Source: an optimization exercise on an open RTL-to-GDS flow (aim: small area). Production flows keep margins and buffers that such runs may drop.
In this exercise RTL edits were held to simulation tests only and were not proved equivalent to the original.
No activity file was given, so power comes from the tool's default toggle rates.

==> flow/design.v <==
module rf_aoi222 (
  input  logic a1, a2, b1, b2, c1, c2,
  output logic y
);
  assign y = ~((a1 & a2) | (b1 & b2) | (c1 & c2));
endmodule
module rf_aoi22 (
  input  logic a1, a2, b1, b2,
  output logic y
);
  assign y = ~((a1 & a2) | (b1 & b2));
endmodule
module rf_nand2 (
  input  logic a, b,
  output logic y
);
  assign y = ~(a & b);
endmodule
module rf_nor2 (
  input  logic a, b,
  output logic y
);
  assign y = ~(a | b);
endmodule
module rf_nand_or #(
  parameter int N = 11
) (
  input  logic [N-1:0] n,
  output logic         y
);
  assign y = ~&n;
endmodule
module rf_dec #(
  parameter int AW = 5,
  parameter int N  = 32,
  parameter bit INV = 1'b0
) (
  input  logic [AW-1:0] a,
  output logic [N-1:0]  s
);
  for (genvar e = 0; e < N; e++) begin : g_e
    assign s[e] = (a == AW'(e)) ^ INV;
  end
endmodule
module rf_rd_bit #(
  parameter int N = 31
) (
  input  logic [N-1:0] sel,
  input  logic [N-1:0] d,
  output logic         y
);
  localparam int NG  = N / 3;
  localparam int REM = N % 3;
  localparam int NT  = NG + ((REM != 0) ? 1 : 0);
  logic [NT-1:0] t_n;
  for (genvar g = 0; g < NG; g++) begin : g_grp
    rf_aoi222 u_aoi (
      .a1(sel[3*g]),     .a2(d[3*g]),
      .b1(sel[3*g + 1]), .b2(d[3*g + 1]),
      .c1(sel[3*g + 2]), .c2(d[3*g + 2]),
      .y(t_n[g])
    );
  end
  if (REM == 1) begin : g_r1
    rf_nand2 u_nand (.a(sel[N-1]), .b(d[N-1]), .y(t_n[NT-1]));
  end else if (REM == 2) begin : g_r2
    rf_aoi22 u_aoi (.a1(sel[N-2]), .a2(d[N-2]), .b1(sel[N-1]), .b2(d[N-1]), .y(t_n[NT-1]));
  end
  rf_nand_or #(.N(NT)) u_or (.n(t_n), .y(y));
endmodule
module regfile_multiport #(
  parameter int DATA_WIDTH = 64,
  parameter int DEPTH      = 32,
  parameter int ADDR_WIDTH = $clog2(DEPTH),
  parameter int NUM_READ   = 2,
  parameter int ZERO_REG   = 1
) (
  input  logic                           Clk,
  input  logic                           Rst,
  input  logic                           write_En,
  input  logic [ADDR_WIDTH-1:0]          write_Addr,
  input  logic [DATA_WIDTH/8-1:0]        write_Be,
  input  logic [DATA_WIDTH-1:0]          data_in,
  input  logic [NUM_READ*ADDR_WIDTH-1:0] addr_Rd,
  output logic [NUM_READ*DATA_WIDTH-1:0] data_out,
  output logic                           ready
);
  localparam int NBYTES = DATA_WIDTH / 8;
  localparam int FIRST  = (ZERO_REG != 0) ? 1 : 0;
  localparam int NLIVE  = DEPTH - FIRST;
  localparam logic [ADDR_WIDTH-1:0] LAST_IDX = ADDR_WIDTH'((1 << ADDR_WIDTH) - 1);
  logic [DATA_WIDTH-1:0]          mem_q [DEPTH];
  logic                           ready_q;
  logic [ADDR_WIDTH-1:0]          wa_q;     
  logic [NBYTES-1:0]              wbe_nq;   
  logic [DATA_WIDTH-1:0]          wd_q;     
  logic [NUM_READ*ADDR_WIDTH-1:0] ra_q;     
  logic live;
  assign live = ready_q && !Rst;
  always_ff @(posedge Clk) begin
    ra_q    <= addr_Rd;
    ready_q <= !Rst && (ready_q || (wa_q == LAST_IDX));
    if (live) begin
      wa_q   <= write_Addr;
      wbe_nq <= ~(write_Be & {NBYTES{write_En}});
      wd_q   <= data_in;
    end else begin
      wa_q   <= Rst ? '0 : wa_q + ADDR_WIDTH'(1);
      wbe_nq <= '0;
      wd_q   <= '0;
    end
  end
  logic [DEPTH-1:0] wdec_n;
  rf_dec #(.AW(ADDR_WIDTH), .N(DEPTH), .INV(1'b1)) u_wdec (.a(wa_q), .s(wdec_n));
  for (genvar e = FIRST; e < DEPTH; e++) begin : g_ent
    for (genvar k = 0; k < NBYTES; k++) begin : g_byte
      logic en;
      rf_nor2 u_en (.a(wdec_n[e]), .b(wbe_nq[k]), .y(en));
      always_ff @(posedge Clk) begin
        if (en) mem_q[e][8*k +: 8] <= wd_q[8*k +: 8];
      end
    end
  end
  for (genvar p = 0; p < NUM_READ; p++) begin : g_rd
    logic [DEPTH-1:0] sel;
    rf_dec #(.AW(ADDR_WIDTH), .N(DEPTH)) u_rdec (.a(ra_q[p*ADDR_WIDTH +: ADDR_WIDTH]), .s(sel));
    for (genvar b = 0; b < DATA_WIDTH; b++) begin : g_bit
      logic [NLIVE-1:0] col;
      for (genvar e = FIRST; e < DEPTH; e++) begin : g_col
        assign col[e - FIRST] = mem_q[e][b];
      end
      rf_rd_bit #(.N(NLIVE)) u_bit (
        .sel(sel[DEPTH-1:FIRST]), .d(col), .y(data_out[p*DATA_WIDTH + b])
      );
    end
  end
  assign ready = ready_q;
endmodule
==> flow/constraint.sdc <==
create_clock -name core_clock -period 5.0 [get_ports {Clk}]
set_input_delay 1.0000 -clock core_clock [delete_from_list [all_inputs] [get_ports {Clk}]]
set_output_delay 1.0000 -clock core_clock [all_outputs]
set_load 0.01 [all_outputs]
==> flow/run.sh <==
#!/bin/bash
# synth_recipe.tcl (not shown) runs the flow's synth.tcl, then flattens the netlist and writes it again
# the make line also repeats each setting of config.mk as NAME=value (left out here)
make -C /OpenROAD-flow-scripts/flow DESIGN_CONFIG=/design/flow/config.mk WORK_HOME=/design/flow/orfs CLKGATE_MAP_FILE= SYNTH_SCRIPT=/design/flow/synth_recipe.tcl finish
==> flow/config.mk <==
export PLATFORM = sky130hd
export DESIGN_NAME = regfile_multiport
export DESIGN_NICKNAME = regfile_multiport
export VERILOG_FILES = /design/flow/design.v
export SDC_FILE = /design/flow/constraint.sdc
export NUM_CORES = 4
export LEC_CHECK = 0
export CAP_MARGIN = 20
export CORE_MARGIN = 2
export CORE_UTILIZATION = 40
export SLEW_MARGIN = 20
export SYNTH_HIERARCHICAL = 1
export SYNTH_MINIMUM_KEEP_SIZE = 0
==> impl.org, run 1 <==
** Timing
- For this run, the top clock speed supported by timing is 0.1998 GHz.
- At the pin with the least slew margin, the transition time is 1.251 ns.
- Final critical path time including I/O delays and setup :: 5.005 ns
- Worst Skew :: 0.05725 ns
- Fin worst setup slack :: -0.005262 ns
- The final hold violation count is 0.
- Across all hold checks on the routed design, the worst slack comes to 0.6409 ns.
- Worst rel slew slack :: 16.30%
- Post-route fraction of the period consumed by the critical path :: 100.1%
- The total count of max-transition violations in the final report is 0.
- Setup violations remaining at the end of the flow were counted as 1.
- For the final routed database, the setup TNS stands at -0.005262 ns.

** Floorplan
- Vertical extent of the die :: 451.2 um
- The die covers 203500 um^2.
- Initial Utilization :: 40.14%
- For this design the top-level I/O count stands at 219.
- The floorplan has 164 rows.
- The floorplan step set the die width to 451.2 um.
- After floorplanning, the core was sized to cover 199200 um^2.

** Worst setup path
- Among the stages of the critical path, the cell type that occurs most often is sky130_fd_sc_hd__or3_1.
- Of all nets on the critical path, the largest fanout is 18.
- The worst setup path is captured at a primary output.
- The largest single stage delay on the critical path is 0.51 ns.
- The number of buffers and inverters on the critical path is 2.
- The worst setup path is of the flop to primary output kind.
- The critical path goes through or3_1 > nor2_4 > buf_4 > a222oi_1 > nand4_1 > or3_1 > clkdlybuf4s50_1.
- At the worst endpoint, the arrival time is 4.01 ns.
- CP required :: 4.00 ns
- Top cell family by delay on the critical path :: simple AND/OR/NAND/NOR gates
- The slowest stage of the critical path is the sky130_fd_sc_hd__or3_1 cell.
- The worst setup path is launched from a flop.

** Synth
- Yosys printed 8 warnings.
- Total standard cell area after synthesis :: 79980 um^2
- Averaged over all synthesized cells, the footprint is 17.84 um^2.
- Syn nets :: 4574
- After technology mapping, the gate count stands at 4482.

** GRT
- Entering global routing, the biggest net connects 65 pins.
- Overall Global Routing Usage :: 30.04%
- Via count of the first global-routing pass :: 56840
- Summed over all layers, the global routing overflow is 0.
- The initial antenna violation count was 17.
- First-pass GRT wire length :: 433700 um

** Routing
- Post-route antenna net violation count :: 0
- Number of search-and-repair iterations in the first detailed-routing pass :: 14
- After detailed routing, the number of vias per cell comes to 7.429.
- DRC violation count after routing :: 0
- In the final routed layout, each cell accounts on average for 39.58 um.
- Detailed routing inserted a total of 59440 vias.
- Iteration-0 DRC count of the detailed router :: 15800
- The routed design has 316600 um of wire.

** Status
- Layout Check Fail Reasons :: setup timing
- Result of the run :: finished with violations

** Clocking
- CTS saw 2072 sinks.
- In this run the clock root is driven by a sky130_fd_sc_hd__clkbuf_16.
- The clock passes through at most 3 buffers.
- H-tree depth :: 4
- For the worst-skew pair, the clock arrives at the later sink with an insertion delay of 0.89 ns.
- For this design, the CTS-stage hold fixing added 0 buffers.
- TritonCTS built the clock tree.
- After clock tree synthesis, the clock-pin slew on the worst setup and hold paths is 0.07 ns.
- Clock tree synthesis inserted a total of 203 buffers.

** Layout
- Final Core Density :: 47.95%
- At the end of the flow, the number of nets in the layout was 5247.
- The count of cells in the finished layout, fillers not included, comes to 8001.
- Of the cells placed in the final design, the portion with a size suffix greater than 1 is 13.14%.
- After routing the design area is 95550 um^2.
- Layout-stage area growth over the synthesis result :: 19.47%

** Placement
- Detailed placement ended at an HPWL of 195800 um.
- Prior to clock tree synthesis, the placed netlist has a worst setup slack of 0.5960 ns.
- Port buffering added 218 buffers.
- In this run the cell area measured after placement is 88300 um^2.
- Last weighted congestion value of the routability-driven placer :: 0.9022
- Once placement completed, the tool counted placed cells totaling 7560.

** Pwr
- Overall power :: 36.27 mW
- Worst IR drop on VDD :: 414.5 uV
- Power Density :: 379.6 nW/um^2
- Leakage Power :: 28.86 nW

** Job
- Number of maximum-capacitance violations :: 0

** Worst hold path
- The tightest min-delay check is of the flop to flop type.
-- timing repair --
| item | 4_1_cts | 5_1_grt |
|---|---|---|
| endpoints found under the setup margin | 117 | 47 |
| pin swaps | 16 | 30 |
| resized for setup | 11 | 18 |
| buffers inserted | 42 | 3 |
-- final cells by class --
class	count	area [um^2]
Fill cell	16680	103700
Timing Repair Buffer	487	5160
Clock buffer	290	5568
Multi-Input combinational cell	2390	19110
Tap cell	2656	3323
Sequential cell	2072	61390
Antenna cell	19	47.55
Clock inverter	86	937.1
Inverter	1	3.754
-- sequential cells by signal, indices dropped and copies added (netlist names) --
name	flops
mem_q	1984
ra_q	10
ready_q	1
wa_q	5
wbe_nq	8
wd_q	64
-- power breakdown --
group / leakage [nW] / internal, mW / switching, mW / total [mW]
sequential: 17.0 / 18.9 / 0.0701 / 18.9
clock: 3.14 / 8.33 / 6.76 / 15.1
combinational: 8.69 / 0.905 / 1.32 / 2.23
-- layout by cell type (no fill, tap or decap), types with 30 or more instances in the layout --
master,count
sky130_fd_sc_hd__and2_1,65
sky130_fd_sc_hd__or3_1,116
sky130_fd_sc_hd__clkbuf_16,204
sky130_fd_sc_hd__nand2_1,147
sky130_fd_sc_hd__buf_4,191
sky130_fd_sc_hd__edfxtp_1,1984
sky130_fd_sc_hd__a222oi_1,1280
sky130_fd_sc_hd__clkinv_1,30
sky130_fd_sc_hd__buf_12,71
sky130_fd_sc_hd__dfxtp_2,44
sky130_fd_sc_hd__clkdlybuf4s50_1,218
sky130_fd_sc_hd__nand4_1,256
sky130_fd_sc_hd__nor2_1,246
sky130_fd_sc_hd__clkbuf_1,72
sky130_fd_sc_hd__dfxtp_1,44
sky130_fd_sc_hd__nor2_4,62
sky130_fd_sc_hd__nand3_1,130
-- final timing paths --
| path | from | end | slack (ns) | cells past startpoint |
|---|---|---|---|---|
| max reg2reg | wa_q[0] | mem_q[9][50] | 1.46 | 3 |
| min reg2reg | wa_q[0] | wa_q[0] | 0.64 | 1 |
| max | ra_q[6] | data_out[72] | -0.005 | 7 |
| min | wa_q[0] | wa_q[0] | 0.64 | 1 |
-- worst register-to-register path: stages (launching register included) --
cell	delay, ns
sky130_fd_sc_hd__dfxtp_1	0.47
sky130_fd_sc_hd__nor2b_1	0.58
sky130_fd_sc_hd__nand2_1	0.87
sky130_fd_sc_hd__nor2_1	1.21
-- routing by layer --
layer	part of all wire [%]	up-vias	GRT usage (%)
met4	7.8	6	20.39
met3	15	1098	8.895
met2	44	5606	44.80
li1	-	23030	-
met5	0.034	-	0
met1	34	29700	37.79
==> inputs of run 2 (changes only) <==
--- a/flow/design.v
+++ b/flow/design.v
@@ -94,11 +94,19 @@
   logic [ADDR_WIDTH-1:0]          wa_q;     
   logic [NBYTES-1:0]              wbe_nq;   
   logic [DATA_WIDTH-1:0]          wd_q;     
-  logic [NUM_READ*ADDR_WIDTH-1:0] ra_q;     
+  localparam int LO_W = 2;
+  localparam int HI_W = ADDR_WIDTH - LO_W;
+  logic [NUM_READ-1:0][(1 << LO_W)-1:0] ra_lo_nq;
+  logic [NUM_READ-1:0][(1 << HI_W)-1:0] ra_hi_nq;
   logic live;
   assign live = ready_q && !Rst;
   always_ff @(posedge Clk) begin
-    ra_q    <= addr_Rd;
+    for (int p = 0; p < NUM_READ; p++) begin
+      for (int i = 0; i < (1 << LO_W); i++)
+        ra_lo_nq[p][i] <= (addr_Rd[p*ADDR_WIDTH +: LO_W] != LO_W'(i));
+      for (int i = 0; i < (1 << HI_W); i++)
+        ra_hi_nq[p][i] <= (addr_Rd[p*ADDR_WIDTH + LO_W +: HI_W] != HI_W'(i));
+    end
     ready_q <= !Rst && (ready_q || (wa_q == LAST_IDX));
     if (live) begin
       wa_q   <= write_Addr;
@@ -123,7 +131,9 @@
   end
   for (genvar p = 0; p < NUM_READ; p++) begin : g_rd
     logic [DEPTH-1:0] sel;
-    rf_dec #(.AW(ADDR_WIDTH), .N(DEPTH)) u_rdec (.a(ra_q[p*ADDR_WIDTH +: ADDR_WIDTH]), .s(sel));
+    for (genvar e = 0; e < DEPTH; e++) begin : g_sel
+      rf_nor2 u_sel (.a(ra_hi_nq[p][e >> LO_W]), .b(ra_lo_nq[p][e % (1 << LO_W)]), .y(sel[e]));
+    end
     for (genvar b = 0; b < DATA_WIDTH; b++) begin : g_bit
       logic [NLIVE-1:0] col;
       for (genvar e = FIRST; e < DEPTH; e++) begin : g_col
--- a/flow/config.mk
+++ b/flow/config.mk
@@ -8,6 +8,9 @@
 export CAP_MARGIN = 20
 export CORE_MARGIN = 2
 export CORE_UTILIZATION = 40
+export CTS_CLUSTER_DIAMETER = 60
+export CTS_CLUSTER_SIZE = 24
+export SETUP_SLACK_MARGIN = 0.2
 export SLEW_MARGIN = 20
 export SYNTH_HIERARCHICAL = 1
 export SYNTH_MINIMUM_KEEP_SIZE = 0
==> run 2 against run 1 <==
  * Sequential cell count up 14
  * Hold slack improved by 0.012 ns
  * Final area is 1.8% lower
  * Final cell count fell by 1.4%
  * Clock skew is 0.0055 ns lower
  * The run now finishes clean
==> impl.org, run 2 <==
** Routing
- The detail route stage leaves a number of antenna-violating nets equal to 0.
- In the routed layout, each cell is associated on average with a via count of 7.583.
- Vias :: 59810
- For this block, the initial DRC count from the detailed router was 16840.
- DRC violation count after routing :: 0
- The first detailed-routing pass took 14 iterations.
- Aggregate routed wire length :: 331600 um
- Routed wire length per instance :: 42.04 um

** Placement
- Summing all placed instances gives a cell area of 88420 um^2.
- Cell count after placement :: 7579
- At the end of routability-driven placement, the weighted congestion stood at 0.9262.
- Quantity of I/O buffers inserted on ports :: 218
- After legalization and detailed placement, the total HPWL measured 202600 um.

** Worst setup path
- Origin of the worst setup path :: ra_hi_nq[5]
- The slowest stage of the critical path is the sky130_fd_sc_hd__dfxtp_4 cell.
- In this run the critical register-to-register path is launched from wa_q[0].
- Internal reg-to-reg setup slack :: 1.24 ns
- The critical path is of the flop to primary output type.
- Last element of the critical path :: data_out[45]
- CP required :: 4.00 ns
- The largest single stage delay on the critical path is 0.56 ns.
- The endpoint identified for the worst register-to-register timing path is mem_q[1][3].
- Critical-path cell list :: nor2_4 > buf_4 > a222oi_1 > nand4_1 > or3_1 > clkdlybuf4s50_1
- Depth of the worst register-to-register path :: 3
- Of all nets on the critical path, the largest fanout is 13.
- The worst setup path is launched from a flop.
- STA puts the critical path data arrival time at 3.91 ns.
- Critical path endpoint category :: primary output

** Timing
- Number of failing setup endpoints in the final timing report :: 0
- Headroom to the max-slew limit came out at 6.348%.
- The final hold violation count is 0.
- Transition at the pin with the smallest max-transition slack :: 1.403 ns
- Post-route fraction of the period consumed by the critical path :: 98.29%
- On the final layout, the worst clock skew is 0.05179 ns.
- The total count of max-transition violations in the final report was 0.
- Setup repair after global routing missed its margin :: yes
- Based on the critical path, the design can be clocked at up to 0.2035 GHz.
- The smallest clock period supported by the final layout is computed as 4.915 ns.
- Final sum of negative setup slack :: 0 ns

** Layout
- Share of layout cells above drive strength 1 :: 12.29%
- The area growth from synthesis to layout is 16.94%.
- In the layout the commonest cells are sky130_fd_sc_hd__edfxtp_1, sky130_fd_sc_hd__a222oi_1, sky130_fd_sc_hd__nand4_1.
- Most flop-heavy register :: mem_q
- Largest registers :: mem_q (1984), wd_q (64), ra_hi_nq (16)
- After the flow finishes, the layout carries non-filler instances totaling 7888.
- Area of all placed cells without fillers :: 93810 um^2
- Most common cell after layout, fill and taps aside :: sky130_fd_sc_hd__edfxtp_1
- After the last flow step, the layout net total stands at 5191.
- The register with the most flip-flops in the layout has 1984 of them.

** Clocking
- Clock transition time at the flip-flop clock pins of the worst setup and hold paths :: 0.09 ns
- Counting the buffers created by CTS gives 138.
- CTS Hold Buffers Added :: 0
- TritonCTS built the clock tree.
- The clock reaches the later pin of the worst-skew pair after 0.85 ns.
- Clock root buffer master :: sky130_fd_sc_hd__clkbuf_16
- Longest Clk Path Bufs :: 3
- # clock sinks :: 2086
- H-tree depth :: 4

** Pwr
- Power spread over the standard cell area amounts to 363.0 nW/um^2.
- Leakage Power :: 28.01 nW
- Worst IR drop on VDD :: 349.8 uV

** GRT
- Entering global routing, the biggest net connects 65 pins.
- Overall Global Routing Usage :: 31.02%
- The initial antenna violation count came to 27.
- Overflow left after global routing :: 0
- Via count of the first global-routing pass :: 56540
- First-pass GRT wire length :: 443000 um

** Floorplan
- Core Box Area :: 199500 um^2
- For this configuration, the core starts out at a cell density of 40.22%.
- In this run the count of I/O pins placed on the die edge is 219.
- Die Span X :: 451.8 um
- Vertical extent of the die :: 451.8 um
- The die covers 204100 um^2.
- In this run the core area contains 164 standard-cell rows.

** Synth
- Syn nets :: 4584
- Mean Syn Cell Area :: 17.86 um^2
- Total standard cell area after synthesis :: 80220 um^2
- Mapped Cells :: 4492
- Yosys warnings :: 8

** Worst hold path
- The tightest min-delay check is of the flop to flop type.

** Job
- Number of maximum-capacitance violations :: 0

** Status
- Result of the run :: no timing/DRC/antenna violations
==> run 2: area by class of cell <==
type / instances / area [um^2]
inverter: 1 / 3.754
sequential: 2086 / 61730
antenna: 18 / 45.04
multi-input combinational: 2409 / 19110
clock buffer: 156 / 3659
timing repair buffer: 463 / 4654
fill: 16930 / 105600
clock inverter: 99 / 1280
tap: 2656 / 3323
==> run 2: stage by stage <==
step           total power, mW  worst slack [ns]  utilization (%)  hold WS [ns]
2_1_floorplan            20.27            0.9947                -        0.5234
3_3_place_gp             21.55            0.6728            44.25        0.6623
3_5_place_dp             21.57            0.6656            44.33        0.6663
4_1_cts                  34.05            0.1464            46.88        0.6745
5_1_grt                  34.75            0.1602            47.01        0.6627
6_report                 34.05           0.08546            47.03        0.6530
==> run 2: timing repair <==
action                                  in CTS  in global routing
pin swaps                                   16                 18
cloned                                      10                  7
gates resized for setup                     28                 11
endpoints found under the setup margin     128                 59
buffers inserted                             5                 12
==> run 2: worst max-delay path, delay by kind of cell, from the launching register on <==
kind	cells	cell delay, ns
flip-flops	1	0.56
AO/OA/AOI/OAI	1	0.52
buffers and inverters	2	0.81
AND/OR/NAND/NOR	3	1.16
==> run 2: power breakdown <==
| part | switching [mW] | internal [mW] |
|---|---|---|
| sequential | 0.116 | 19.0 |
| clock | 6.52 | 6.26 |
| combinational | 1.31 | 0.871 |
==> run 2: worst min-delay path by stage <==
stage / startpoint / endpoint / slack (ns) / cells past startpoint
after floorplan: wa_q[0] / wa_q[0] / 0.52 / 1
after global placement: ready_q / wa_q[0] / 0.66 / 2
after detailed placement: ready_q / ready_q / 0.67 / 2
after CTS: data_in[41] / wd_q[41] / 0.67 / 2
after global routing: wd_q[22] / mem_q[15][22] / 0.66 / 0
final: wd_q[22] / mem_q[14][22] / 0.65 / 0
==> run 2: metal layers <==
metal  GRT usage (%)  vias to the layer above  part of all wire (%)
met3           10.24                     1166                    16
met4           20.66                       18                   7.8
met1           38.53                    29880                    33
li1                -                    22920                     -
met2           46.20                     5836                    44
met5          0.4431                        -                 0.068
==> inputs of run 3 (changes only) <==
==> flow/flow/run.sh (new file) <==
#!/bin/bash
# The standard layout (the standard.sh, synthesis unchanged), except that:
#  - clock tree synthesis adds no dummy loads;
#  - the port buffers are sky130_fd_sc_hd__buf_1 instead of the delay buffer that
#    buffer_ports picks by default (every input and output still gets a buffer).
# Each step's log stays under orfs/logs; standard.sh's own output goes to standard_run.log.
set -o pipefail
export CTS_ARGS="-sink_clustering_enable -repair_clock_nets -sink_clustering_size 24 -sink_clustering_max_diameter 60 -dont_use_dummy_load"
export BUFFER_PORTS_ARGS="-buffer_cell sky130_fd_sc_hd__buf_1"
bash standard.sh > standard_run.log 2>&1
==> flow/standard.sh (new file) <==
#!/bin/bash
# synth_recipe.tcl (not shown) runs the flow's synth.tcl, then flattens the netlist and writes it again
# the make line also repeats each setting of config.mk as NAME=value (left out here)
make -C /OpenROAD-flow-scripts/flow DESIGN_CONFIG=/design/flow/config.mk WORK_HOME=/design/flow/orfs CLKGATE_MAP_FILE= SYNTH_SCRIPT=/design/flow/synth_recipe.tcl "${@:-finish}"
removed: flow/run.sh
==> run 3 against run 2 <==
  * Synthesized cell count stayed put
  * Non-clock buffer count fell by 80
  * Register-to-register slack better by 0.08 ns
  * Global-route usage shrank 1.8 points
  * Clock-buffer cell count is 14 lower
  * Via count fell by 3.1%
  * Setup slack improved by 0.16 ns
  * Final cell count down 2.6%
  * Die area unchanged
  * Fmax is 3.3% higher
  * Clock skew increased by 0.045 ns
  * Critical path type unchanged
  * Critical endpoint is now data_out[17]
  * Highest routed layer unchanged
==> impl.org, run 3 <==
** Clocking
- Clock root buffer master :: sky130_fd_sc_hd__clkbuf_16
- CTS Hold Buffers Added :: 0
- Clock transition time at the flip-flop clock pins of the worst setup and hold paths :: 0.09 ns
- Cts bufs inserted :: 142
- H-tree depth :: 4
- Counting along the longest clock path gives a buffer depth of 3.
- # clock sinks :: 2086
- The later pin in the worst-skew pair is clocked with a latency of 0.84 ns.
- CTS tree :: yes

** Worst hold path
- Critical hold path startpoint :: write_Be[4]
- The worst hold path was traced through 2 stages.
- In this run the worst hold path is classified as primary input to flop.

** Routing
- The detailed router placed 57940 vias in this run.
- Number of search-and-repair iterations in the first detailed-routing pass :: 15
- Ratio of routed vias to standard cells :: 7.544
- In this run, the number of DRC markers left after iteration 0 of detailed routing was 15120.
- Aggregate routed wire length :: 310100 um
- Routed wire length per instance :: 40.38 um
- In the routed design, unresolved DRC markers number 0.
- Once detail routing completed, the nets flagged for antenna violations numbered 0.

** Pwr
- Worst IR drop on VDD :: 304.2 uV
- Power Density :: 349.8 nW/um^2
- The analysis attributes to cell leakage a power of 26.29 nW.
- Overall power consumption after layout is estimated at 31.50 mW.

** Synth
- Mean Syn Cell Area :: 17.86 um^2
- The number of nets in the synthesized netlist is 4584.
- Total standard cell area after synthesis :: 80220 um^2
- For this run, the number of Yosys warnings is 8.
- Counting every instance in the synthesized netlist gives 4492.

** Worst setup path
- Startpoint of the most critical register-to-register path :: wa_q[0]
- Origin of the worst setup path :: ra_hi_nq[5]
- CP required :: 4.00 ns
- Critical register-to-register path endpoint :: mem_q[3][9]
- The worst setup path is captured at a primary output.
- In this run the register-to-register setup slack is 1.32 ns.
- Worst-path fanout max :: 28
- Worst setup SP type :: flop
- Category of the critical setup timing path :: flop to primary output
- Depth of the worst register-to-register path :: 3
- CP arrival :: 3.76 ns
- Last element of the critical path :: data_out[17]

** Floorplan
- Row generation in the floorplan step produced 164 rows.
- Measured along the x axis, the die boundary spans 451.8 um.
- The region available for standard cell placement spans 199500 um^2.
- The floorplan step set the die height to 451.8 um.
- Initial Utilization :: 40.22%
- In this run the count of I/O pins placed on the die edge is 219.
- The die covers 204100 um^2.

** Timing
- The final hold violation count came to 0.
- Setup violations remaining at the end of the flow were counted as 0.
- Max Freq :: 0.2102 GHz
- Setup repair after global routing left no endpoint under its margin.
- Pins Over Slew Limit :: 0
- For the pin with the worst max-slew slack, the measured transition is 1.361 ns.
- The final critical path takes up 95.13% of the cycle.
- Final hold slack :: 0.3294 ns
- Worst Skew :: 0.09726 ns
- Setup total negative slack on the finished layout was measured at 0 ns.
- Worst rel slew slack :: 9.062%
- Final critical path time including I/O delays and setup :: 4.757 ns

** GRT
- The initial antenna violation count was 33.
- Via count of the first global-routing pass :: 54890
- First-pass GRT wire length :: 422200 um
- Global routing used 29.21% of the available tracks.
- Summed over all layers, the global routing overflow is 0.
- Entering global routing, the biggest net connects 65 pins.

** Layout
- Most flop-heavy register :: mem_q
- Compared with the post-synthesis result, the final layout area differs by 12.26%.
- In the final layout, the share of cells above drive strength 1 is 8.691%.
- The largest registers in the layout are mem_q (1984), wd_q (64), ra_hi_nq (16).
- Leaving out fill and tap cells, the most frequent cell in the layout is sky130_fd_sc_hd__edfxtp_1.
- Most used cells in the layout excluding fill and tap cells :: sky130_fd_sc_hd__edfxtp_1, sky130_fd_sc_hd__a222oi_1, sky130_fd_sc_hd__nand4_1
- Fin nets :: 5099
- The register with the most flip-flops in the layout has 1984 of them.
- Area of all placed cells without fillers :: 90050 um^2

** Placement
- Last weighted congestion value of the routability-driven placer :: 0.9388
- Once detailed placement completed, the half-perimeter wirelength came to 197400 um.
- DP Area :: 86350 um^2
- Quantity of I/O buffers inserted on ports :: 218

** Status
- Result of the run :: no timing/DRC/antenna violations

** Job
- Number of maximum-capacitance violations :: 0
-- run 3: power breakdown --
group          switching (mW)  total, mW  leakage [nW]  internal (mW)
logic                    1.25       1.80          7.40          0.556
registers               0.111       19.1          17.1           19.0
clock network            5.59       10.6          1.75           5.02
total                    6.95       31.5          26.3           24.6
-- run 3: repair_timing --
| action | 4_1_cts | 5_1_grt |
|---|---|---|
| setup endpoints to repair | 19 | 7 |
| gates cloned | 1 | 0 |
| gates resized for setup | 6 | 2 |
| buffers inserted | 0 | 0 |
| pin swaps | 1 | 0 |
-- run 3: worst min path at each step --
stage / endpoint
floorplan: wa_q[0]
global placement: ready_q
detailed placement: wa_q[0]
CTS: wbe_nq[4]
global route: wbe_nq[4]
finish: wbe_nq[4]
-- run 3: critical path, cell delays in order, from the launching register on --
cell and delay (ns):
sky130_fd_sc_hd__dfxtp_1 0.78, sky130_fd_sc_hd__nor2_4 0.39, sky130_fd_sc_hd__buf_4 0.35, sky130_fd_sc_hd__a222oi_1 0.35
sky130_fd_sc_hd__nand4_1 0.35, sky130_fd_sc_hd__or3_1 0.56, sky130_fd_sc_hd__buf_1 0.16
-- run 3: area by class of cell --
| cell class | count | area, um^2 |
|---|---|---|
| fill | 17290 | 109400 |
| sequential | 2086 | 61680 |
| multi-input combinational | 2393 | 18980 |
| clock buffer | 142 | 3553 |
| tap | 2656 | 3323 |
| timing repair buffer | 383 | 2460 |
| antenna | 20 | 50.05 |
| inverter | 1 | 3.754 |
-- run 3: layer usage --
metal | wire length (um) | vias to the layer above | part of all wire (%) | track usage [%]
met4 | 21250 | 22 | 6.9 | 17.17
li1 | - | 22570 | - | -
met2 | 138700 | 5385 | 45 | 44.78
met1 | 104700 | 29040 | 34 | 36.95
met5 | 162 | - | 0.052 | 0
met3 | 45320 | 923 | 15 | 8.402
-- run 3: per-stage QoR --
stage / setup WS (ns) / instances / util, %
floorplan: 0.9947 / 4492 / -
global placement: 1.025 / 7513 / 43.25
detailed placement: 1.024 / 7517 / 43.30
CTS: 0.2237 / 7660 / 45.08
global route: 0.2255 / 7667 / 45.13
finish: 0.2433 / 7681 / 45.15
==> inputs of run 4 (changes only) <==
--- a/flow/config.mk
+++ b/flow/config.mk
@@ -7,10 +7,10 @@
 export LEC_CHECK = 0
 export CAP_MARGIN = 20
 export CORE_MARGIN = 2
-export CORE_UTILIZATION = 40
+export CORE_UTILIZATION = 50
 export CTS_CLUSTER_DIAMETER = 60
 export CTS_CLUSTER_SIZE = 24
-export SETUP_SLACK_MARGIN = 0.2
+export SETUP_SLACK_MARGIN = 0.1
 export SLEW_MARGIN = 20
 export SYNTH_HIERARCHICAL = 1
 export SYNTH_MINIMUM_KEEP_SIZE = 0
==> run 4 against run 3 <==
  * Now fails the layout checks on antenna rules, setup timing
  * Clock power barely moved
  * Final area fell by 0.92%
  * Setup slack got worse by 0.29 ns
  * Combinational power barely moved
  * Non-clock buffer count rose by 12
  * Register-to-register slack barely moved
  * Synthesized cell count did not move
  * Critical path type unchanged
  * Largest cell class unchanged
==> impl.org, run 4 <==
** Floorplan
- Core Box Area :: 158900 um^2
- The die is 404.5 um tall.
- The initial utilization of the core area, before any placement, comes to 50.47%.
- Measured along the x axis, the die boundary spans 404.5 um.
- Number of rows in the core area :: 146
- Num ports :: 219
- Die area :: 163700 um^2

** Timing
- Final critical path time including I/O delays and setup :: 5.045 ns
- Hold timing on the final database bottoms out at a slack of 0.3755 ns.
- Fin worst setup slack :: -0.04487 ns
- For the final database, setup skew stands at 0.05958 ns.
- Final Hold Violating Endpoints :: 0
- For the pin with the worst max-slew slack, the measured transition is 1.279 ns.
- Setup violations remaining at the end of the flow were counted as 1.
- The total count of max-transition violations in the final report is 0.
- Max Freq :: 0.1982 GHz
- Worst rel slew slack :: 14.72%
- Of the available clock period, the critical path in the final layout requires 100.9%.
- Setup repair after global routing missed its margin :: no

** Clocking
- The root buffer cell chosen for the clock tree is sky130_fd_sc_hd__clkbuf_16.
- Source-to-sink clock delay at the later pin of the worst-skew pair :: 0.80 ns
- The number of clock buffers added by TritonCTS is 141.
- H-tree depth :: 4
- The number of setup buffers added after CTS is 0.
- TritonCTS built the clock tree.
- CTS saw 2086 sinks.
- For this design, the CTS-stage hold fixing added 0 buffers.
- Clock transition time at the flip-flop clock pins of the worst setup and hold paths :: 0.08 ns
- The longest clock path from root to sink contains 3 buffers.

** Placement
- The HPWL after detailed placement is 187800 um.
- At the end of routability-driven placement, the weighted congestion stood at 0.9101.
- Port buffering added 218 buffers.
- Setup slack at placement :: 0.9564 ns

** Worst setup path
- For this design, the slowest cell found on the critical path is sky130_fd_sc_hd__nor2_4.
- Category of the critical setup timing path :: flop to primary output
- In this run the worst path has a maximum fanout of 40.
- The signal on the critical path passes through nor2_4 > buf_4 > a222oi_1 > nand4_1 > or3_1 > buf_1.
- Top cell family by delay on the critical path :: simple AND/OR/NAND/NOR gates
- On the worst path, the slowest cell contributes a delay of 0.91 ns.
- For the worst setup path, the data required time is 4.00 ns.
- Critical path endpoint category :: primary output
- CP arrival :: 4.04 ns
- Worst setup SP type :: flop
- Counting both buffers and inverters, the worst setup path holds a total of 2.

** Routing
- Vias :: 58610
- The first routing iteration left 16080 violations.
- For this run, design rule violations remaining after detail routing come to 0.
- The final layout contains routed wiring with a total length of 309300 um.
- The first detailed-routing pass ran for 14 iterations.
- Once detail routing completed, the nets flagged for antenna violations numbered 1.
- Routed wire length per instance :: 43.55 um
- After detailed routing, the number of vias per cell comes to 8.252.

** Pwr
- For this design the static power due to leakage is 26.30 nW.
- Worst IR drop on VDD :: 347.7 uV
- For this design the ratio of total power to cell area is 351.7 nW/um^2.
- Power comes to 31.38 mW.

** Layout
- The net count of the finished layout is 5112.
- The register with the most flip-flops in the final layout is mem_q.
- In the final layout, the registers with the most flip-flops are mem_q (1984), wd_q (64), ra_hi_nq (16).
- Most used cells in the layout excluding fill and tap cells :: sky130_fd_sc_hd__edfxtp_1, sky130_fd_sc_hd__a222oi_1, sky130_fd_sc_hd__nand4_1
- From synthesis to final layout, the design area changed by 11.23%.
- Registers take 61680 um^2.
- Final Core Density :: 56.14%
- Area used by multi-input combinational logic :: 19010 um^2
- FILL cells :: 12360
- Max reg flops :: 1984
- Most common cell after layout, fill and taps aside :: sky130_fd_sc_hd__edfxtp_1
- The post-route netlist has 9.008% of its cells at a drive strength greater than 1.

** Worst hold path
- Path category of the worst min-delay check :: primary input to flop

** Synth
- Mean Syn Cell Area :: 17.86 um^2
- Mapped Cells :: 4492
- Synthesis produced a netlist with a net count of 4584.
- Total standard cell area after synthesis :: 80220 um^2
- Yosys warnings :: 8

** GRT
- Global routing consumed, over all layers together, 36.73% of the routing resources.
- Entering global routing, the biggest net connects 65 pins.
- Overflow left after global routing :: 0
- First-pass GRT wire length :: 419600 um
- The initial antenna violation count was 11.
- The via count of the first global-routing pass is 55180.

** Job
- Max-cap violations in this run came to 0.

** Status
- Layout Check Fail Reasons :: antenna rules, setup timing
- The flow ran to the end, but the layout failed its checks.
-- run 4: final cells by class --
type	count	area share (%)
antenna	12	0.03365
clock buffer	141	3.954
inverter	1	0.004207
multi-input combinational	2395	21.30
sequential	2086	69.13
tap	2072	2.906
timing repair buffer	395	2.674
-- run 4: timing repair --
| item | in CTS | in global routing |
|---|---|---|
| gates resized for setup | 1 | 3 |
| endpoints found under the hold margin | 0 | 0 |
| pin swaps | 1 | 4 |
| cloned | 1 | 2 |
| endpoints found under the setup margin | 4 | 16 |
-- run 4: worst paths after layout --
| check | slack, ns | depth (start not counted) | end | from |
|---|---|---|---|---|
| hold / removal | 0.38 | 2 | wd_q[16] | data_in[16] |
| setup / recovery | -0.04 | 6 | data_out[111] | ra_hi_nq[10] |
| setup reg to reg | 1.31 | 3 | mem_q[5][27] | wa_q[0] |
| hold reg to reg | 0.68 | 2 | ready_q | ready_q |
-- run 4: worst reg2reg max path, stage by stage, from the launching register on --
cell and delay [ns]:
sky130_fd_sc_hd__dfxtp_1 0.62, sky130_fd_sc_hd__nor2b_1 0.52, sky130_fd_sc_hd__nand2_1 0.89, sky130_fd_sc_hd__nor2_1 1.26
-- run 4: stage by stage --
step           TNS (ns)  cells  area, um^2
2_1_floorplan         0   4492       80220
3_3_place_gp          0   6937       85400
3_5_place_dp          0   6938       85430
4_1_cts               0   7080       88970
5_1_grt               0   7090       89200
6_report       -0.04487   7102       89230
-- run 4: power by group --
part           total [mW]  switching (mW)  internal, mW
Combinational        1.78            1.22         0.557
Clock                10.5            5.53          4.99
Sequential           19.1           0.105          19.0
-- run 4: metal layers --
layer / vias to the layer above / wire (um) / GRT usage [%]
met5: - / 228 / 0
met4: 8 / 16310 / 18.17
met3: 836 / 55210 / 13.05
met2: 5892 / 131000 / 52.17
met1: 29290 / 106500 / 50.23
li1: 22580 / - / -
==> inputs of run 5 (changes only) <==
==> flow/flow/run.sh (replaced) <==
#!/bin/bash
# The standard layout (the standard.sh, synthesis unchanged), except that:
#  - clock tree synthesis adds no dummy loads and uses clkbuf_8 below the root;
#  - the port buffers are sky130_fd_sc_hd__buf_1 instead of the delay buffer that
#    buffer_ports picks by default (every input and output still gets a buffer).
# Each step's log stays under orfs/logs; standard.sh's own output goes to standard_run.log.
set -o pipefail
export CTS_ARGS="-sink_clustering_enable -repair_clock_nets -sink_clustering_size 20 -sink_clustering_max_diameter 45 -dont_use_dummy_load -root_buf sky130_fd_sc_hd__clkbuf_16 -buf_list sky130_fd_sc_hd__clkbuf_8"
export BUFFER_PORTS_ARGS="-buffer_cell sky130_fd_sc_hd__buf_1"
bash standard.sh > standard_run.log 2>&1
--- a/flow/config.mk
+++ b/flow/config.mk
@@ -7,10 +7,10 @@
 export LEC_CHECK = 0
 export CAP_MARGIN = 20
 export CORE_MARGIN = 2
-export CORE_UTILIZATION = 50
+export CORE_UTILIZATION = 40
 export CTS_CLUSTER_DIAMETER = 60
 export CTS_CLUSTER_SIZE = 24
-export SETUP_SLACK_MARGIN = 0.1
+export SETUP_SLACK_MARGIN = 0.2
 export SLEW_MARGIN = 20
 export SYNTH_HIERARCHICAL = 1
 export SYNTH_MINIMUM_KEEP_SIZE = 0
==> run 5 against run 4 <==
  * Now clean on timing, DRC and antenna
  * Setup slack improved by 0.31 ns
  * Non-clock buffer count fell by 10
  * Hold slack got worse by 0.076 ns
  * Wire length rose by 0.23%
  * Clock skew rose by 0.062 ns
  * Final cell count rose by 9.1%
  * Die area rose by 25%
  * Clock-buffer cell count rose by 69
  * Final area rose by 0.24%
==> impl.org, run 5 <==
** Status
- The run finished with no timing, DRC or antenna violations.

** Clocking
- CTS tree :: yes
- In this run, CTS created clock tree buffers numbering 210.
- Source-to-sink clock delay at the later pin of the worst-skew pair :: 0.85 ns
- CTS placed an instance of sky130_fd_sc_hd__clkbuf_16 at the clock tree root.
- Clock-pin slew was measured on the worst setup and hold paths at 0.09 ns.
- # clock sinks :: 2086
- Buffers added to address setup during post-CTS repair amount to 0.
- CTS built an H-tree with a depth of 4.
- Longest Clk Path Bufs :: 3

** Worst setup path
- Depth of the worst register-to-register path :: 3
- Startpoint of the most critical register-to-register path :: wa_q[0]
- The worst setup path is captured at a primary output.
- Setup slack on the worst reg-to-reg path comes out at 1.32 ns.
- Critical-path cell list :: nor2_4 > buf_4 > a222oi_1 > nand4_1 > or3_1 > buf_1
- Among all stages on the critical path, the largest delay is contributed by sky130_fd_sc_hd__nor2_4.
- Critical register-to-register path endpoint :: mem_q[1][13]
- Delay contributed by the slowest stage of the critical path :: 0.84 ns
- Worst setup SP type :: flop
- Category of the critical setup timing path :: flop to primary output
- STA puts the critical path data arrival time at 3.74 ns.
- Worst-path fanout max :: 40
- CP required :: 4.00 ns

** Pwr
- Power Density :: 336.8 nW/um^2
- Leakage Power :: 26.07 nW
- Fraction of power consumed by sequential logic :: 63.4%
- Clock power share :: 30.7%
- Switching pwr :: 6.867 mW
- Per report_power, the combinational group accounts for 6.0% of the total.
- VDD sags by at most 280.6 uV.
- Internal Pwr Total :: 23.26 mW
- Net switching is 22.79% of the power.

** Routing
- For this run, the detailed router's first-pass iteration total came to 15.
- Aggregate routed wire length :: 310000 um
- Vias :: 58350
- Routed wire length per instance :: 40.00 um
- Post-route antenna net violation count :: 0
- In the routed layout, each cell is associated on average with a via count of 7.530.
- DRC violation count after routing :: 0
- The first routing iteration left 15260 violations.

** Synth
- After technology mapping, the gate count stands at 4492.
- A synthesized cell averages 17.86 um^2.
- Total standard cell area after synthesis :: 80220 um^2
- When the netlist entered floorplanning its net count stood at 4584.
- Yosys printed 8 warnings.

** Layout
- Relative to the synthesized area, the layout overhead comes to 11.50%.
- The final layout contains 5168 nets.
- The top cell types in the final layout, fill and taps aside, are sky130_fd_sc_hd__edfxtp_1, sky130_fd_sc_hd__a222oi_1, sky130_fd_sc_hd__nand4_1.
- Max reg flops :: 1984
- Area used by multi-input combinational logic :: 18970 um^2
- Seq. cell area :: 61680 um^2
- The post-route netlist has 9.874% of its cells at a drive strength greater than 1.
- Most flop-heavy register :: mem_q
- After filler insertion, the fill cell instance count of the layout stands at 17420.
- The library cell used most frequently in the layout, excluding fill and tap cells, is sky130_fd_sc_hd__edfxtp_1.
- Largest registers :: mem_q (1984), wd_q (64), ra_hi_nq (16)

** GRT
- Initial antenna violation count :: 30
- Global routing consumed, over all layers together, 29.20% of the routing resources.
- Via count of the first global-routing pass :: 55350
- Largest net degree at the start of global routing :: 65
- Summed over all layers, the global routing overflow is 0.
- First-pass GRT wire length :: 422900 um

** Floorplan
- Initial Utilization :: 40.22%
- Pin placement for this block handled 219 I/O pins.
- Vertical extent of the die :: 451.8 um
- Core Box Area :: 199500 um^2
- The floorplan has 164 rows.
- The die is 451.8 um wide.
- The floorplan step defined a die boundary enclosing 204100 um^2.

** Worst hold path
- Path category of the worst min-delay check :: primary input to flop
- Endpoint, Worst Hold :: wbe_nq[4]
- In this run the most critical hold path is launched from write_Be[4].
- The worst hold path passes through 2 cells.

** Timing
- Worst rel slew slack :: 6.452%
- Final critical path time including I/O delays and setup :: 4.740 ns
- Final Hold Violating Endpoints :: 0
- Setup violations remaining at the end of the flow were counted as 0.
- The total count of max-transition violations in the final report is 0.
- Adding up every negative setup slack in the final design gives 0 ns.
- In the finished design, the share of the clock period the worst path needs comes to 94.80%.
- For the pin with the worst max-slew slack, the measured transition is 1.400 ns.
- Setup repair after global routing missed its margin :: no
- Hold timing on the final database bottoms out at a slack of 0.2990 ns.
- Worst Skew :: 0.1214 ns
- Derived from the worst setup path, the maximum achievable clock frequency is 0.2110 GHz.

** Job
- Across the run, the number of max-cap violations was 0.

** Placement
- Quantity of I/O buffers inserted on ports :: 218
- Final HPWL from detailed placement :: 197400 um
- Routability-driven placement finished with a final weighted congestion of 0.9388.
[run 5: cell count changes in the layout (fill, tap and decap cells not counted), sizes merged]
cell and delta:
diode +7, buf -10, nor2 -3, clkbuf +69
[run 5: metrics by stage]
step                cells  utilization [%]  area [um^2]  setup WS, ns  power, mW
finish               7749            44.84        89440        0.2602      30.13
CTS                  7727            44.75        89260        0.2067      30.16
floorplan            4492                -        80220        0.9947      20.27
global route         7734            44.82        89400        0.2861      30.87
global placement     7513            43.25        86250         1.025      21.22
detailed placement   7517            43.30        86350         1.024      21.23
[run 5: how the worst max path moves through the flow]
stage / from / depth (start not counted) / endpoint
CTS: ra_lo_nq[3] / 6 / data_out[48]
floorplan: ra_lo_nq[2] / 4 / data_out[0]
finish: ra_hi_nq[5] / 6 / data_out[2]
detailed placement: ra_lo_nq[2] / 6 / data_out[14]
global placement: ra_lo_nq[2] / 6 / data_out[14]
global route: ra_hi_nq[9] / 6 / data_out[81]
[run 5: what timing repair did]
item	CTS	global route
gates cloned	0	0
hold buffers	0	0
resized for setup	5	3
endpoints found under the setup margin	14	29
pin swaps	1	0
[run 5: area by class of cell]
type                            instances  share of cell area [%]
Tap cell                             2656                   3.716
Inverter                                1                0.004197
Antenna cell                           19                 0.05316
Multi-Input combinational cell       2392                   21.21
Sequential cell                      2086                   68.96
Clock buffer                          210                   3.244
Timing Repair Buffer                  385                   2.812
[run 5: power groups by stage]
stage | clock network, mW | logic (mW) | registers (mW)
final | 9.24 | 1.80 | 19.1
after global routing | 9.93 | 1.85 | 19.1
after CTS | 9.31 | 1.77 | 19.1
after detailed placement | 0 | 1.76 | 19.5
after global placement | 0 | 1.75 | 19.5
after floorplan | 0 | 0.860 | 19.4
[run 5: layer usage]
metal  vias to the layer above  track usage (%)  part of all wire (%)
met5                         -                0                 0.032
met4                        14            16.98                   6.7
met3                       948            9.158                    15
met2                      5524            44.66                    45
met1                     29210            36.62                    34
li1                      22650                -                     -
[run 5: worst max-delay path: cells and delay by family (launching register included)]
kind	cells	cell delay, ns
buf+inv	2	1.00
simple gates	3	1.26
compound gates	1	0.17
flops	1	0.44
==> inputs of run 6 (changes only) <==
==> flow/flow/run.sh (replaced) <==
#!/bin/bash
# The standard layout (the standard.sh, synthesis unchanged), except that:
#  - clock tree synthesis adds no dummy loads and uses clkbuf_8 below the root;
#  - the port buffers are sky130_fd_sc_hd__buf_1 instead of the delay buffer that
#    buffer_ports picks by default (every input and output still gets a buffer).
# Each step's log stays under orfs/logs; standard.sh's own output goes to standard_run.log.
set -o pipefail
export CTS_ARGS="-sink_clustering_enable -repair_clock_nets -sink_clustering_size 16 -sink_clustering_max_diameter 50 -dont_use_dummy_load -root_buf sky130_fd_sc_hd__clkbuf_16 -buf_list sky130_fd_sc_hd__clkbuf_8"
export BUFFER_PORTS_ARGS="-buffer_cell sky130_fd_sc_hd__buf_1"
bash standard.sh > standard_run.log 2>&1
==> run 6 against run 5 <==
  * Still clean
  * Register-to-register slack worse by 0.02 ns
  * Synthesized area stayed put
  * Clock-buffer cell count is 25 lower
  * Clock power is 5.3% lower
  * Sequential cell count stayed put
  * Setup slack worse by 0.081 ns
  * Synthesized cell count stayed put
  * Sequential share of layout area is 0.25 points higher
  * Combinational power hardly changed
  * Die area stayed put
  * Critical path depth stayed put
  * Highest routed layer unchanged
==> impl.org, run 6 <==
** Placement
- DP Area :: 86350 um^2
- At the end of routability-driven placement, the weighted congestion stood at 0.9388.
- Quantity of I/O buffers inserted on ports :: 218
- Final HPWL from detailed placement :: 197400 um
- Cell count after placement :: 7517

** Floorplan
- Number of rows in the core area :: 164
- Num ports :: 219
- Core Box Area :: 199500 um^2
- In this run the vertical extent of the chip is 451.8 um.
- The floorplan step set the die width to 451.8 um.
- The initial utilization of the core area, before any placement, comes to 40.22%.
- Die area :: 204100 um^2

** Timing
- Worst rel slew slack :: 14.84%
- Pins Over Slew Limit :: 0
- Setup repair after global routing missed its margin :: no
- Transition at the pin with the smallest max-transition slack :: 1.273 ns
- The routed design could run at a clock period as short as 4.821 ns.
- Number of failing setup endpoints in the final timing report :: 0
- Max Freq :: 0.2074 GHz
- Final sum of negative setup slack :: 0 ns
- On the final layout, the worst hold slack is 0.3127 ns.
- The final hold violation count was 0.
- On the final layout, the worst clock skew is 0.1148 ns.
- Post-route fraction of the period consumed by the critical path :: 96.43%

** Pwr
- Power spread over the standard cell area amounts to 332.6 nW/um^2.
- Clock power share :: 29.5%
- In this run the power spent charging and discharging nets is 6.806 mW.
- Part of the power in combinational logic :: 6.1%
- VDD sags by at most 259.0 uV.
- Per report_power, the sequential group accounts for 64.4% of the total.
- Net switching is 22.96% of the power.
- Internal Pwr Total :: 22.84 mW
- Leakage Power :: 25.90 nW

** Routing
- Across all layers, the routed design uses 58200 vias.
- Aggregate routed wire length :: 311000 um
- After detailed routing, the average wire length per cell comes to 40.24 um.
- For this run, design rule violations remaining after detail routing come to 0.
- The first TritonRoute pass finished after 19 iterations.
- In this run, the number of DRC markers left after iteration 0 of detailed routing was 15950.
- Using the TritonRoute via totals, the vias-per-cell ratio works out to 7.531.
- In this run the remaining antenna-violating nets after routing total 0.

** Layout
- Most used cells in the layout excluding fill and tap cells :: sky130_fd_sc_hd__edfxtp_1, sky130_fd_sc_hd__a222oi_1, sky130_fd_sc_hd__nand4_1
- Fin nets :: 5145
- The area growth from synthesis to layout is 11.09%.
- Most common cell after layout, fill and taps aside :: sky130_fd_sc_hd__edfxtp_1
- The register with the most flip-flops in the layout has 1984 of them.
- The largest registers in the layout are mem_q (1984), wd_q (64), ra_hi_nq (16).
- Ranked by flip-flop count, first place goes to mem_q.
- Counting the fill cells in the layout gives 17410.
- Cell Count, Final, Fillers Out :: 7729
- Share of layout cells above drive strength 1 :: 9.483%
- Once layout is complete, the utilization of the core stands at 44.68%.
- After routing the design area is 89110 um^2.

** Clocking
- Longest Clk Path Bufs :: 3
- Cts bufs inserted :: 185
- After clock tree synthesis, the clock-pin slew on the worst setup and hold paths is 0.10 ns.
- Source-to-sink clock delay at the later pin of the worst-skew pair :: 0.86 ns
- CTS Hold Buffers Added :: 0
- For this design, the sink count on the clock tree is 2086.
- The H-tree was split into 4 levels.
- CTS tree :: yes
- The cell sitting at the root of the clock tree is a sky130_fd_sc_hd__clkbuf_16.

** Worst setup path
- The worst register-to-register path ends at mem_q[11][7].
- The critical path in this run is classified as flop to primary output.
- STA classifies the critical path endpoint as a primary output.
- Setup slack on the worst reg-to-reg path comes out at 1.30 ns.
- Startpoint of the most critical register-to-register path :: wa_q[3]
- STA puts the critical path data required time at 4.00 ns.
- Depth of the worst register-to-register path :: 4
- Of all nets on the critical path, the largest fanout is 28.
- Worst setup SP type :: flop
- CP arrival :: 3.82 ns

** Synth
- Mean Syn Cell Area :: 17.86 um^2
- Synthesis produced 4492 cells.
- Yosys printed 8 warnings.
- The number of nets in the synthesized netlist is 4584.
- In this run the cell area of the synthesized design comes to 80220 um^2.

** GRT
- Via count of the first global-routing pass :: 55180
- First-pass GRT wire length :: 423400 um
- Overflow left after global routing :: 0
- Largest net degree at the start of global routing :: 65
- Global routing consumed, over all layers together, 29.26% of the routing resources.
- The initial antenna violation count is 30.

** Worst hold path
- Path category of the worst min-delay check :: primary input to flop
- Critical hold path startpoint :: write_Be[4]
- Along the worst hold path, the cell count comes to 2.
- The worst hold path terminates at wbe_nq[4].

** Status
- The run finished with no timing, DRC or antenna violations.

** Job
- Number of maximum-capacitance violations :: 0
## run 6: power groups by stage
| stage | registers, mW | clock network (mW) | logic (mW) |
|---|---|---|---|
| floorplan | 19.4 | 0 | 0.860 |
| global placement | 19.5 | 0 | 1.75 |
| detailed placement | 19.5 | 0 | 1.76 |
| CTS | 19.1 | 8.83 | 1.77 |
| global route | 19.1 | 9.41 | 1.86 |
| finish | 19.1 | 8.75 | 1.81 |
## run 6: critical path: stages (launching register included)
cell and delay (ns):
sky130_fd_sc_hd__dfxtp_1 0.82, sky130_fd_sc_hd__nor2_4 0.40, sky130_fd_sc_hd__buf_4 0.36, sky130_fd_sc_hd__a222oi_1 0.36, sky130_fd_sc_hd__nand4_1 0.35, sky130_fd_sc_hd__or3_1 0.57, sky130_fd_sc_hd__buf_1 0.17
## run 6: final cells by class
class / count / area (um^2) / share of cell area, %
diodes: 22 / 55.05 / 0.06178
inverters: 1 / 3.754 / 0.004212
multi-input cells: 2393 / 18980 / 21.30
repair buffers: 386 / 2515 / 2.822
flip-flops and latches: 2086 / 61680 / 69.21
clock buffers: 185 / 2557 / 2.870
well taps: 2656 / 3323 / 3.729
## run 6: worst max-delay path by stage
stage	from	slack [ns]	to	cells past startpoint
after floorplan	ra_lo_nq[2]	0.99	data_out[0]	4
after global placement	ra_lo_nq[2]	1.03	data_out[14]	6
after detailed placement	ra_lo_nq[2]	1.02	data_out[14]	6
after CTS	ra_lo_nq[0]	0.22	data_out[57]	6
after global routing	ra_lo_nq[3]	0.24	data_out[48]	6
final	ra_hi_nq[5]	0.18	data_out[17]	6
## run 6: timing repair
action / in CTS / in global routing
setup endpoints to repair: 19 / 19
hold endpoints to repair: 0 / 0
cloned: 1 / 0
gates resized for setup: 5 / 3
buffers inserted: 0 / 0
pin swaps: 1 / 0
## run 6: layer usage
metal | up-vias | track usage (%) | share of wire, %
li1 | 22610 | - | -
met1 | 29030 | 36.86 | 34
met2 | 5543 | 44.69 | 44
met3 | 1008 | 8.896 | 15
met4 | 14 | 17.14 | 6.8
met5 | - | 0 | 0.030
## run 6: per-stage QoR
| step | power (mW) | setup slack, ns |
|---|---|---|
| floorplan | 20.27 | 0.9947 |
| detailed placement | 21.23 | 1.024 |
| CTS | 29.67 | 0.2152 |
| global route | 30.36 | 0.2422 |
| global placement | 21.22 | 1.025 |
| finish | 29.64 | 0.1787 |
==> inputs of run 7 (changes only) <==
==> flow/flow/run.sh (replaced) <==
#!/bin/bash
# The standard layout (the standard.sh, synthesis unchanged), except that:
#  - clock tree synthesis adds no dummy loads and uses clkbuf_8 below the root;
#  - the port buffers are sky130_fd_sc_hd__buf_1 instead of the delay buffer that
#    buffer_ports picks by default (every input and output still gets a buffer).
# Each step's log stays under orfs/logs; standard.sh's own output goes to standard_run.log.
set -o pipefail
export CTS_ARGS="-sink_clustering_enable -repair_clock_nets -sink_clustering_size 16 -sink_clustering_max_diameter 80 -dont_use_dummy_load -root_buf sky130_fd_sc_hd__clkbuf_16 -buf_list sky130_fd_sc_hd__clkbuf_8"
export BUFFER_PORTS_ARGS="-buffer_cell sky130_fd_sc_hd__buf_1"
bash standard.sh > standard_run.log 2>&1
==> run 7 against run 6 <==
  * Highest routed layer unchanged
  * Clock power down 7.7%
  * Critical path type unchanged
  * Final cell count down 0.44%
  * Still clean
  * Wire length down 0.25%
  * Sequential cell count unchanged
  * Global-route usage down 0.066 points
  * Final area down 0.52%
  * Die area unchanged
  * Largest cell class unchanged
  * Synthesized area unchanged
  * Core utilization down 0.23 points
  * Clock-buffer cell count down 34
==> impl.org, run 7 <==
** Routing
- Across all layers, the routed design uses 57980 vias.
- For this run, the detailed router's first-pass iteration total came to 13.
- Iteration-0 DRC count of the detailed router :: 15470
- The detail route stage leaves a number of antenna-violating nets equal to 0.
- After detailed routing, the total wire length is 310200 um.
- DRC violation count after routing :: 0
- Routed wire length per instance :: 40.31 um
- After detailed routing, the number of vias per cell comes to 7.534.

** Synth
- Total standard cell area after synthesis :: 80220 um^2
- Syn nets :: 4584
- Mapped Cells :: 4492
- A synthesized cell averages 17.86 um^2.
- Yosys warnings :: 8

** Layout
- In the layout the commonest cells are sky130_fd_sc_hd__edfxtp_1, sky130_fd_sc_hd__a222oi_1, sky130_fd_sc_hd__nand4_1.
- In the final design database the tool counted 5110 nets.
- Layout-stage area growth over the synthesis result :: 10.52%
- Largest registers :: mem_q (1984), wd_q (64), ra_hi_nq (16)
- Max reg flops :: 1984
- Share of layout cells above drive strength 1 :: 8.812%
- Most common cell after layout, fill and taps aside :: sky130_fd_sc_hd__edfxtp_1
- Most flop-heavy register :: mem_q

** Clocking
- Source-to-sink clock delay at the later pin of the worst-skew pair :: 0.86 ns
- # Post-CTS Setup Buffers :: 0
- CTS Hold Buffers Added :: 0
- The tree is rooted in a sky130_fd_sc_hd__clkbuf_16.
- Longest Clk Path Bufs :: 3
- Clock transition time at the flip-flop clock pins of the worst setup and hold paths :: 0.11 ns
- # clock sinks :: 2086
- H-tree depth :: 4
- TritonCTS built the clock tree.
- Cts bufs inserted :: 151

** Worst setup path
- For the worst setup path, the data arrival time is 3.75 ns.
- For the worst flop-to-flop path, the logic depth is 4.
- The worst setup path is captured at a primary output.
- The setup check on the worst reg-to-reg path leaves a slack of 1.25 ns.
- Startpoint of the most critical register-to-register path :: wa_q[0]
- Critical-path cell list :: nor2_4 > buf_4 > a222oi_1 > nand4_1 > or3_1 > buf_1
- Category of the critical setup timing path :: flop to primary output
- The worst register-to-register path ends at mem_q[25][60].
- STA classifies the critical path startpoint as a flop.
- Data on the critical path is required at its endpoint by 4.00 ns.
- Crit-path slowest cell :: sky130_fd_sc_hd__nor2_4
- Worst-path fanout max :: 40
- For this run, the slowest stage of the critical path takes 0.86 ns.

** Timing
- After layout, the worst path uses 95.05% of the clock period.
- At the pin with the least slew margin, the transition time is 1.347 ns.
- Setup violations remaining at the end of the flow were counted as 0.
- Pins Over Slew Limit :: 0
- Max Freq :: 0.2104 GHz
- Fin worst setup slack :: 0.2476 ns
- Worst rel slew slack :: 9.980%
- Final critical path time including I/O delays and setup :: 4.752 ns
- After routing, the total negative slack on setup checks comes to 0 ns.
- Setup repair after global routing missed its margin :: no
- The final hold violation count came to 0.
- On the final layout, the worst hold slack is 0.3155 ns.
- The clock arrives with 0.1526 ns of skew.

** GRT
- Overall Global Routing Usage :: 29.19%
- Entering global routing, the biggest net connects 65 pins.
- Overflow left after global routing :: 0
- The via count of the first global-routing pass came to 55010.
- The initial antenna violation count was 29.
- First-pass GRT wire length :: 422200 um

** Pwr
- Worst IR drop on VDD :: 279.7 uV
- For this design the ratio of total power to cell area is 326.6 nW/um^2.
- Leakage Power :: 25.66 nW

** Worst hold path
- The worst hold path begins at write_Be[4].
- For hold timing, the worst endpoint is wbe_nq[4].
- The worst hold path passes through 2 cells.
- The min-delay analysis places its worst path in the category primary input to flop.

** Floorplan
- The floorplan step set the die height to 451.8 um.
- Die area :: 204100 um^2
- Initial Utilization :: 40.22%
- Number of rows in the core area :: 164
- Die Span X :: 451.8 um
- Num ports :: 219
- Core Box Area :: 199500 um^2

** Placement
- Prior to clock tree synthesis, the placed netlist has a worst setup slack of 1.024 ns.
- Final HPWL from detailed placement :: 197400 um
- Quantity of I/O buffers inserted on ports :: 218
- The congestion estimate from routability-driven global placement came to 0.9388.

** Status
- The run finished with no timing, DRC or antenna violations.

** Job
- The tool flagged a number of max-cap violations equal to 0.
-- run 7: area by class of cell --
cell class / instances / area, um^2
fill: 17440 / 110800
inverter: 1 / 3.754
multi-input combinational: 2392 / 18970
antenna: 23 / 57.56
tap: 2656 / 3323
clock buffer: 151 / 2090
sequential: 2086 / 61680
timing repair buffer: 386 / 2530
-- run 7: metal layers --
layer	GRT usage, %	routed length (um)
met1	36.92	106000
met2	44.93	139400
met3	8.458	44510
met4	16.69	20230
met5	0	126
-- run 7: critical path, delay by kind of cell (launching register included) --
kind / cells / cell delay [ns]
compound gates: 1 / 0.16
buf+inv: 2 / 0.96
flops: 1 / 0.45
simple gates: 3 / 1.30
-- run 7: worst max path at each step --
stage               cells past startpoint         from  slack [ns]             to
finish                                  6  ra_hi_nq[5]        0.25   data_out[52]
global placement                        6  ra_lo_nq[2]        1.03   data_out[14]
global route                            6  ra_hi_nq[5]        0.28   data_out[48]
floorplan                               4  ra_lo_nq[2]        0.99    data_out[0]
CTS                                     6  ra_lo_nq[7]        0.21  data_out[112]
detailed placement                      6  ra_lo_nq[2]        1.02   data_out[14]
-- run 7: where the power goes --
part / total (mW) / leakage (nW) / switching (mW) / internal (mW)
registers: 19.1 / 17.1 / 0.110 / 19.0
clock network: 8.08 / 1.09 / 5.34 / 2.73
logic: 1.80 / 7.43 / 1.25 / 0.557
-- run 7: metrics by stage --
step	total power, mW	std cells	utilization, %	area [um^2]
finish	28.96	7695	44.45	88650
detailed placement	21.23	7517	43.30	86350
global route	29.62	7677	44.43	88610
global placement	21.22	7513	43.25	86250
floorplan	20.27	4492	-	80220
CTS	28.96	7668	44.34	88440
-- run 7: timing repair --
| item | in CTS | in global routing |
|---|---|---|
| pin swaps | 1 | 0 |
| resized for setup | 2 | 6 |
| endpoints found under the setup margin | 3 | 51 |
==> inputs of run 8 (changes only) <==
==> flow/flow/run.sh (replaced) <==
#!/bin/bash
# The standard layout (the standard.sh, synthesis unchanged), except that:
#  - clock tree synthesis adds no dummy loads and uses clkbuf_8 below the root;
#  - the port buffers are sky130_fd_sc_hd__buf_1 instead of the delay buffer that
#    buffer_ports picks by default (every input and output still gets a buffer).
# Each step's log stays under orfs/logs; standard.sh's own output goes to standard_run.log.
set -o pipefail
export CTS_ARGS="-sink_clustering_enable -repair_clock_nets -sink_clustering_size 16 -sink_clustering_max_diameter 65 -dont_use_dummy_load -root_buf sky130_fd_sc_hd__clkbuf_16 -buf_list sky130_fd_sc_hd__clkbuf_8"
export BUFFER_PORTS_ARGS="-buffer_cell sky130_fd_sc_hd__buf_1"
bash standard.sh > standard_run.log 2>&1
==> run 8 against run 7 <==
  * Synthesized cell count did not move
  * Sequential cell count did not move
  * Fmax fell by 0.22%
  * Still clean on timing, DRC and antenna
  * Clock-buffer cell count rose by 7
  * Hold slack improved by 0.0038 ns
  * Largest power group unchanged
  * Total power rose by 0.41%
  * Sequential power barely moved
  * Non-clock buffer count fell by 2
  * Critical path depth did not move
  * Critical path type unchanged
  * Combinational power barely moved
==> impl.org, run 8 <==
** GRT
- Met3 track demand over resource :: 8.852%
- Overall Global Routing Usage :: 29.22%
- For this run the aggregate overflow at the end of global routing stands at 0.
- Met1 track utilization from global routing :: 36.79%
- In the global route stage, met2 resource usage came out at 44.91%.
- First-pass GRT wire length :: 422400 um
- The via count of the first global-routing pass is 55010.
- Largest net degree at the start of global routing :: 65

** Pwr
- Leakage Power :: 25.68 nW
- Power Density :: 327.8 nW/um^2
- Overall power :: 29.07 mW

** Worst hold path
- The path with the worst hold slack has its endpoint at wbe_nq[4].
- Path category of the worst min-delay check :: primary input to flop
- The worst hold path begins at write_Be[4].

** Worst setup path
- CP arrival :: 3.76 ns
- In this run the register-to-register setup slack is 1.27 ns.
- The worst register-to-register path begins at wa_q[3].
- The worst register-to-register path ends at mem_q[11][7].
- The worst setup path is of the flop to primary output kind.
- CP required :: 4.00 ns
- For the worst flop-to-flop path, the logic depth is 4.
- Delay contributed by the slowest stage of the critical path :: 0.84 ns
- The worst setup path is captured at a primary output.

** Routing
- DRC violation count after routing :: 0
- Aggregate routed wire length :: 310400 um

** Timing
- Setup repair after global routing left no endpoint under its margin.
- Max Freq :: 0.2100 GHz
- In this run the tightest slew margin relative to its limit is 7.738%.
- Setup violations remaining at the end of the flow were counted as 0.
- Final Hold Violating Endpoints :: 0
- Post-route fraction of the period consumed by the critical path :: 95.26%

** Layout
- Most flop-heavy register :: mem_q
- Most used cells in the layout excluding fill and tap cells :: sky130_fd_sc_hd__edfxtp_1, sky130_fd_sc_hd__a222oi_1, sky130_fd_sc_hd__nand4_1
- Max reg flops :: 1984
- Share of layout cells above drive strength 1 :: 8.942%

** Clocking
- Source-to-sink clock delay at the later pin of the worst-skew pair :: 0.85 ns
- The tree built by TritonCTS fans out to 2086 sinks.
- TritonCTS built the clock tree.

** Synth
- Yosys warnings :: 8
- Mapped Cells :: 4492
- Total standard cell area after synthesis :: 80220 um^2
- The number of nets in the synthesized netlist is 4584.

** Status
- Result of the run :: no timing/DRC/antenna violations

** Floorplan
- The floorplan has 164 rows.
- The die is 451.8 um tall.
- Core Box Area :: 199500 um^2
- Initial Utilization :: 40.22%

** Placement
- Quantity of I/O buffers inserted on ports :: 218
- After legalization and detailed placement, the total HPWL measured 197400 um.
[run 8: layout make-up]
class | instances | area [um^2] | share of cell area (%)
Timing Repair Buffer | 384 | 2475 | 2.791
Sequential cell | 2086 | 61680 | 69.55
Inverter | 1 | 3.754 | 0.004232
Multi-Input combinational cell | 2392 | 18970 | 21.39
Clock buffer | 158 | 2186 | 2.465
Antenna cell | 19 | 47.55 | 0.05361
Tap cell | 2656 | 3323 | 3.747
[run 8: per-layer routing]
layer | part of all wire, % | wire (um)
met5 | 0.026 | 80
met4 | 6.6 | 20360
met3 | 14 | 44710
met2 | 45 | 139300
met1 | 34 | 105900
[run 8: worst max-delay path, delay by kind of cell (launching register included)]
family | cells | cell delay, ns
compound gates | 1 | 0.19
buf+inv | 2 | 0.98
flops | 1 | 0.46
simple gates | 3 | 1.25
[run 8: how the worst max path moves through the flow]
stage | startpoint | endpoint | slack, ns
6_report | ra_hi_nq[5] | data_out[55] | 0.24
5_1_grt | ra_hi_nq[5] | data_out[48] | 0.26
2_1_floorplan | ra_lo_nq[2] | data_out[0] | 0.99
3_3_place_gp | ra_lo_nq[2] | data_out[14] | 1.03
3_5_place_dp | ra_lo_nq[2] | data_out[14] | 1.02
4_1_cts | ra_lo_nq[3] | data_out[48] | 0.20
[run 8: repair_timing]
item | CTS | global route
gates cloned | 0 | 0
hold buffers | 0 | 0
hold endpoints to repair | 0 | 0
gates resized for setup | 6 | 2
pin swaps | 1 | 0
setup endpoints to repair | 16 | 39
[run 8: where the power goes]
group,switching (mW),total [mW],leakage [nW],internal [mW]
Sequential,0.109,19.1,17.1,19.0
Clock,5.35,8.20,1.14,2.85
Combinational,1.24,1.80,7.40,0.556
Total,6.70,29.1,25.7,22.4
[run 8: stage by stage]
stage | instances | setup WS [ns] | hold slack, ns | utilization, % | area [um^2]
after floorplan | 4492 | 0.9947 | 0.5234 | - | 80220
final | 7696 | 0.2372 | 0.3193 | 44.47 | 88690
after CTS | 7675 | 0.2021 | 0.2667 | 44.39 | 88550
after global placement | 7513 | 1.025 | 0.6546 | 43.25 | 86250
after global routing | 7681 | 0.2602 | 0.2898 | 44.45 | 88650
after detailed placement | 7517 | 1.024 | 0.6726 | 43.30 | 86350

Setup slack of run 8, layout unchanged: 0.237 ns with ideal ports, 0.152 ns with driving cells assumed (clock clkbuf_16, inputs buf_2), 1.032 ns with port delays also shifted by the 0.880 ns mid clock arrival.
